What follows belongs to an exercise in optimizing a design on an open flow for small area, a short achievable clock period and few clock cycles per item; a production flow would make more cautious choices. Where RTL was checked, it was by simulation tests only, not by an equivalence proof against the original.

==> flow/design.v (excerpt) <==
module rgb_hsv_color_gate (
	input  logic        clk,
	input  logic        arst_n,
	input  logic        pix_valid,
	output logic        pix_ready,
	input  logic [7:0]  pix_red,
	input  logic [7:0]  pix_green,
	input  logic [7:0]  pix_blue,
	input  logic        pix_last_of_cloud,
	output logic        hsv_valid,
	input  logic        hsv_ready,
	output logic [11:0] hsv_hue,
	output logic [11:0] hsv_saturation,
	output logic [7:0]  hsv_brightness,
	output logic        hsv_keep,
	output logic        hsv_last_out,
	input  logic        cfg_en,
	input  logic [1:0]  cfg_index,
	input  logic [7:0]  cfg_data
);
	logic [7:0] lim_hmin, lim_hmax, lim_smin, lim_smax;
	always_ff @(posedge clk or negedge arst_n) begin
		if (!arst_n) begin
			lim_hmin <= 8'd90;
			lim_hmax <= 8'd180;
			lim_smin <= 8'd40;
			lim_smax <= 8'd90;
		end else if (cfg_en) begin
			case (cfg_index)
				2'd0: lim_hmin <= cfg_data;
				2'd1: lim_hmax <= cfg_data;
				2'd2: lim_smin <= cfg_data;
				default: lim_smax <= cfg_data;
			endcase
		end
	end
	logic adv;   
	logic [6:0] vld;   
	assign adv = hsv_ready || !vld[6];
  ...
Size: roughly 340 flip-flops, about 76 I/O pins, roughly 23000 um^2 of cells after synthesis.
clock: 5.5 ns
lec_check: 0
abc_area: 1
cap_margin: 20
core_margin: 2
core_utilization: 40
cts_buf_list: sky130_fd_sc_hd__clkbuf_4 sky130_fd_sc_hd__clkbuf_8
place_density: 0.6
setup_slack_margin: 2.5
slew_margin: 20
tns_end_percent: 5
standard.sh (not shown) runs the stock make flow with config.mk's settings and CLKGATE_MAP_FILE= SYNTH_SCRIPT=/design/flow/synth_recipe.tcl, a recipe that flattens the netlist after the stock synthesis.
==> flow/flow/run.sh <==
#!/bin/bash
# The standard layout (standard.sh), except that synthesis leaves adders and
# comparators to ABC instead of mapping them onto the library's full/half adder
# cells (ADDER_MAP_FILE empty skips ORFS's extract_fa/techmap adder step).
# Each step's full output goes to its own log in this folder.
set -euo pipefail
export ADDER_MAP_FILE=
# ports get a plain buf_2 instead of the delay buffer buffer_ports picks by default
export BUFFER_PORTS_ARGS="-buffer_cell sky130_fd_sc_hd__buf_2"
bash standard.sh synth > synth.log 2>&1
bash standard.sh floorplan > floorplan.log 2>&1
bash standard.sh place > place.log 2>&1
bash standard.sh cts > cts.log 2>&1
bash standard.sh route > route.log 2>&1
bash standard.sh finish > finish.log 2>&1
==> next run, changes <==
==> flow/flow/run.sh (replaced) <==
#!/bin/bash
# The standard layout (standard.sh) with these changes:
#  - synthesis leaves adders and comparators to ABC (ADDER_MAP_FILE empty skips
#    ORFS's extract_fa/techmap step onto the library's full/half adder cells);
#  - ABC runs flow/abc_area.script (ABC_AREA is 1 in config.mk), from a copy of
#    ORFS's scripts folder that differs from it only in that file;
#  - ports are buffered with buf_2 instead of the delay buffer buffer_ports
#    picks by default.
# Each step's full output goes to its own log in this folder.
set -euo pipefail
W=$(pwd)
rm -rf "$W/orfs_scripts"
cp -r "$FLOW_HOME/scripts" "$W/orfs_scripts"
cp "$W/flow/abc_area.script" "$W/orfs_scripts/abc_area.script"
export ADDER_MAP_FILE=
export BUFFER_PORTS_ARGS="-buffer_cell sky130_fd_sc_hd__buf_2"
S="SCRIPTS_DIR=$W/orfs_scripts"
bash standard.sh "$S" synth > synth.log 2>&1
bash standard.sh "$S" floorplan > floorplan.log 2>&1
bash standard.sh "$S" place > place.log 2>&1
bash standard.sh "$S" cts > cts.log 2>&1
bash standard.sh "$S" route > route.log 2>&1
bash standard.sh "$S" finish > finish.log 2>&1
==> flow/flow/abc_area.script (new file) <==
strash
&get -n
&dc2
&put
dch -f
map -B 0.9
topo
stime -c
buffer -c
upsize -c
dnsize -c
SETUP_SLACK_MARGIN = 2.3   (was 2.5)
TNS_END_PERCENT = unset   (was 5)
=> Routed wire length increases by 5.8%; final cell count decreases by 7.3%; critical path depth came out higher by 3; first-iteration DRC count decreases by 2.9%; cell area grows by 6.6%; clock-buffer cell count went up by 9.
No run of this note included a check of the RTL's function; only the layout flow was run.

* * *

Another version of the RTL of rgb_hsv_color_gate (not shown whole).
For scale: roughly 76 I/O pins, ~23,000 µm² of cells after synthesis.
export LEC_CHECK = 0
export ABC_AREA = 1
export CAP_MARGIN = 20
export CORE_MARGIN = 2
export CORE_UTILIZATION = 40
export CTS_BUF_LIST = sky130_fd_sc_hd__clkbuf_4 sky130_fd_sc_hd__clkbuf_8
export PLACE_DENSITY = 0.6
export SETUP_SLACK_MARGIN = 2.3
export SLEW_MARGIN = 20
create_clock -name core_clock -period 5.5 [get_ports {clk}]
==> flow/flow/run.sh <==
#!/bin/bash
# The standard layout (standard.sh), except that synthesis leaves adders and
# comparators to ABC instead of mapping them onto the library's full/half adder
# cells (ADDER_MAP_FILE empty skips ORFS's extract_fa/techmap adder step).
# Each step's full output goes to its own log in this folder.
set -euo pipefail
export ADDER_MAP_FILE=
# ports get a plain buf_2 instead of the delay buffer buffer_ports picks by default
export BUFFER_PORTS_ARGS="-buffer_cell sky130_fd_sc_hd__buf_2"
bash standard.sh synth > synth.log 2>&1
bash standard.sh floorplan > floorplan.log 2>&1
bash standard.sh place > place.log 2>&1
bash standard.sh cts > cts.log 2>&1
bash standard.sh route > route.log 2>&1
bash standard.sh finish > finish.log 2>&1
The starting point went through all stages and came out clean.
Testbench counts at the start, summed over its fixed seeds: cycles 12,056, items 12,000.
Next try:
SETUP_SLACK_MARGIN = 2.2   (was 2.3)
First-iteration DRC count rises by 28%.
Area after synthesis is unchanged.
Routed wire length fell by 2.7%.
Worst setup slack got worse by 0.079 ns.

* * *

Setup of lane 1:
rgb_hsv_color_gate, a different RTL version from the one above (not shown whole).
Size in the first run: ~340 flip-flops, roughly 76 I/O pins, ~24000 um2 of cells after synthesis.
// rgb_hsv_color_gate
module rgb_hsv_color_gate (
	input  logic        clk,
	input  logic        arst_n,
	input  logic        pix_valid,
	output logic        pix_ready,
	input  logic [7:0]  pix_red,
	input  logic [7:0]  pix_green,
	input  logic [7:0]  pix_blue,
	input  logic        pix_last_of_cloud,
	output logic        hsv_valid,
	input  logic        hsv_ready,
	output logic [11:0] hsv_hue,
	output logic [11:0] hsv_saturation,
	output logic [7:0]  hsv_brightness,
	output logic        hsv_keep,
	output logic        hsv_last_out,
	input  logic        cfg_en,
	input  logic [1:0]  cfg_index,
	input  logic [7:0]  cfg_data
);
	logic [7:0] lim_hmin, lim_hmax, lim_smin, lim_smax;
	always_ff @(posedge clk or negedge arst_n) begin
		if (!arst_n) begin
			lim_hmin <= 8'd90;
			lim_hmax <= 8'd180;
			lim_smin <= 8'd40;
			lim_smax <= 8'd90;
		end else if (cfg_en) begin
			case (cfg_index)
				2'd0: lim_hmin <= cfg_data;
				2'd1: lim_hmax <= cfg_data;
				2'd2: lim_smin <= cfg_data;
				default: lim_smax <= cfg_data;
			endcase
		end
	end
	logic adv;   
	logic [6:0] vld;   
	assign adv = hsv_ready || !vld[6];
  ...
==> flow/config.mk <==
export PLATFORM = sky130hd
export DESIGN_NAME = rgb_hsv_color_gate
export DESIGN_NICKNAME = rgb_hsv_color_gate
export VERILOG_FILES = /design/flow/design.v
export SDC_FILE = /design/flow/constraint.sdc
export NUM_CORES = 4
export LEC_CHECK = 0
export ABC_AREA = 1
export CAP_MARGIN = 20
export CORE_MARGIN = 2
export CORE_UTILIZATION = 40
export PLACE_DENSITY = 0.6
export SETUP_SLACK_MARGIN = 2.0
export SLEW_MARGIN = 20
==> flow/constraint.sdc <==
create_clock -name core_clock -period 5.5 [get_ports {clk}]
set_input_delay 1.1000 -clock core_clock [delete_from_list [all_inputs] [get_ports {clk}]]
set_output_delay 1.1000 -clock core_clock [all_outputs]
set_load 0.01 [all_outputs]
==> flow/flow/run.sh <==
#!/bin/bash
# The standard layout (standard.sh), except that synthesis leaves adders and
# comparators to ABC instead of mapping them onto the library's full/half adder
# cells (ADDER_MAP_FILE empty skips ORFS's extract_fa/techmap adder step).
# Each step's full output goes to its own log in this folder.
set -euo pipefail
export ADDER_MAP_FILE=
bash standard.sh synth > synth.log 2>&1
bash standard.sh floorplan > floorplan.log 2>&1
bash standard.sh place > place.log 2>&1
bash standard.sh cts > cts.log 2>&1
bash standard.sh route > route.log 2>&1
bash standard.sh finish > finish.log 2>&1
Testbench counts of lane 1, summed over its fixed seeds: cycles 12,056, items 12,000.
Edits applied to the flow inputs when going from lane 1 to lane 2:
- SETUP_SLACK_MARGIN: 2.0 -> 2.3
Findings:
The endpoint arrival time on the critical path reported for lane 2 is smaller than that of lane 1 by 0.26 ns.
Lane 2 against lane 1: vias after detailed routing grew by 1013; part of the cycle the worst path needs shrank by 5.1 points; setup slack after layout grew by 0.28 ns; measured slew at the worst slew-check pin shrank by 0.046 ns.
Looking at launch point of the worst path, the pix_green[2] result is from lane 2; the pix_blue[2] one comes from lane 1.
Across both runs, total routing resource utilization after global routing was higher for lane 2 than for lane 1.
Sort lane 1 and lane 2 by utilization of the core after routing, ascending, and lane 1 comes first.
Cell area after layout (lane 2 vs. lane 1) increases by a little under 10%

[separate check: timing with driven ports]
How much do the figures lean on ideal ports? The routed layouts below were timed once more, with nothing changed but the port constraints. Step 1 (the two cells are an assumption about what drives the block):
set clk [get_ports {clk}]
set_driving_cell -lib_cell sky130_fd_sc_hd__clkbuf_16 $clk
set_driving_cell -lib_cell sky130_fd_sc_hd__buf_2 [delete_from_list [all_inputs] $clk]
Step 2 adds t to the input delays and takes it off the output delays; t is the mean of the earliest and latest rising clock arrival at the registers after step 1. Input paths then give back, and output paths get back, about the clock's delay inside the block. Slacks: no drivers / after step 1 / after step 2; pairs: no drivers / after step 1.
run | shift t [ns] | setup WS [ns] | worst setup path at the end
the first run of note 1 | 0.676 | 2.442 / 2.453 / 1.799 | input to register
the second run of note 1 | 0.689 | 2.110 / 2.110 / 1.540 | input to register
the first run of note 2 | 0.697 | 2.443 / 2.443 / 1.772 | input to register
the second run of note 2 | 0.686 | 2.363 / 2.375 / 1.698 | input to register
lane 1 | 0.609 | 2.033 / 2.068 / 1.459 | input to register
lane 2 | 0.624 | 2.312 / 2.344 / 1.720 | input to register
After both steps every run listed still meets setup and hold. The setup slack of the first run of note 2, which loses most, moves by 0.000 ns with the drivers and by -0.671 ns with both steps.
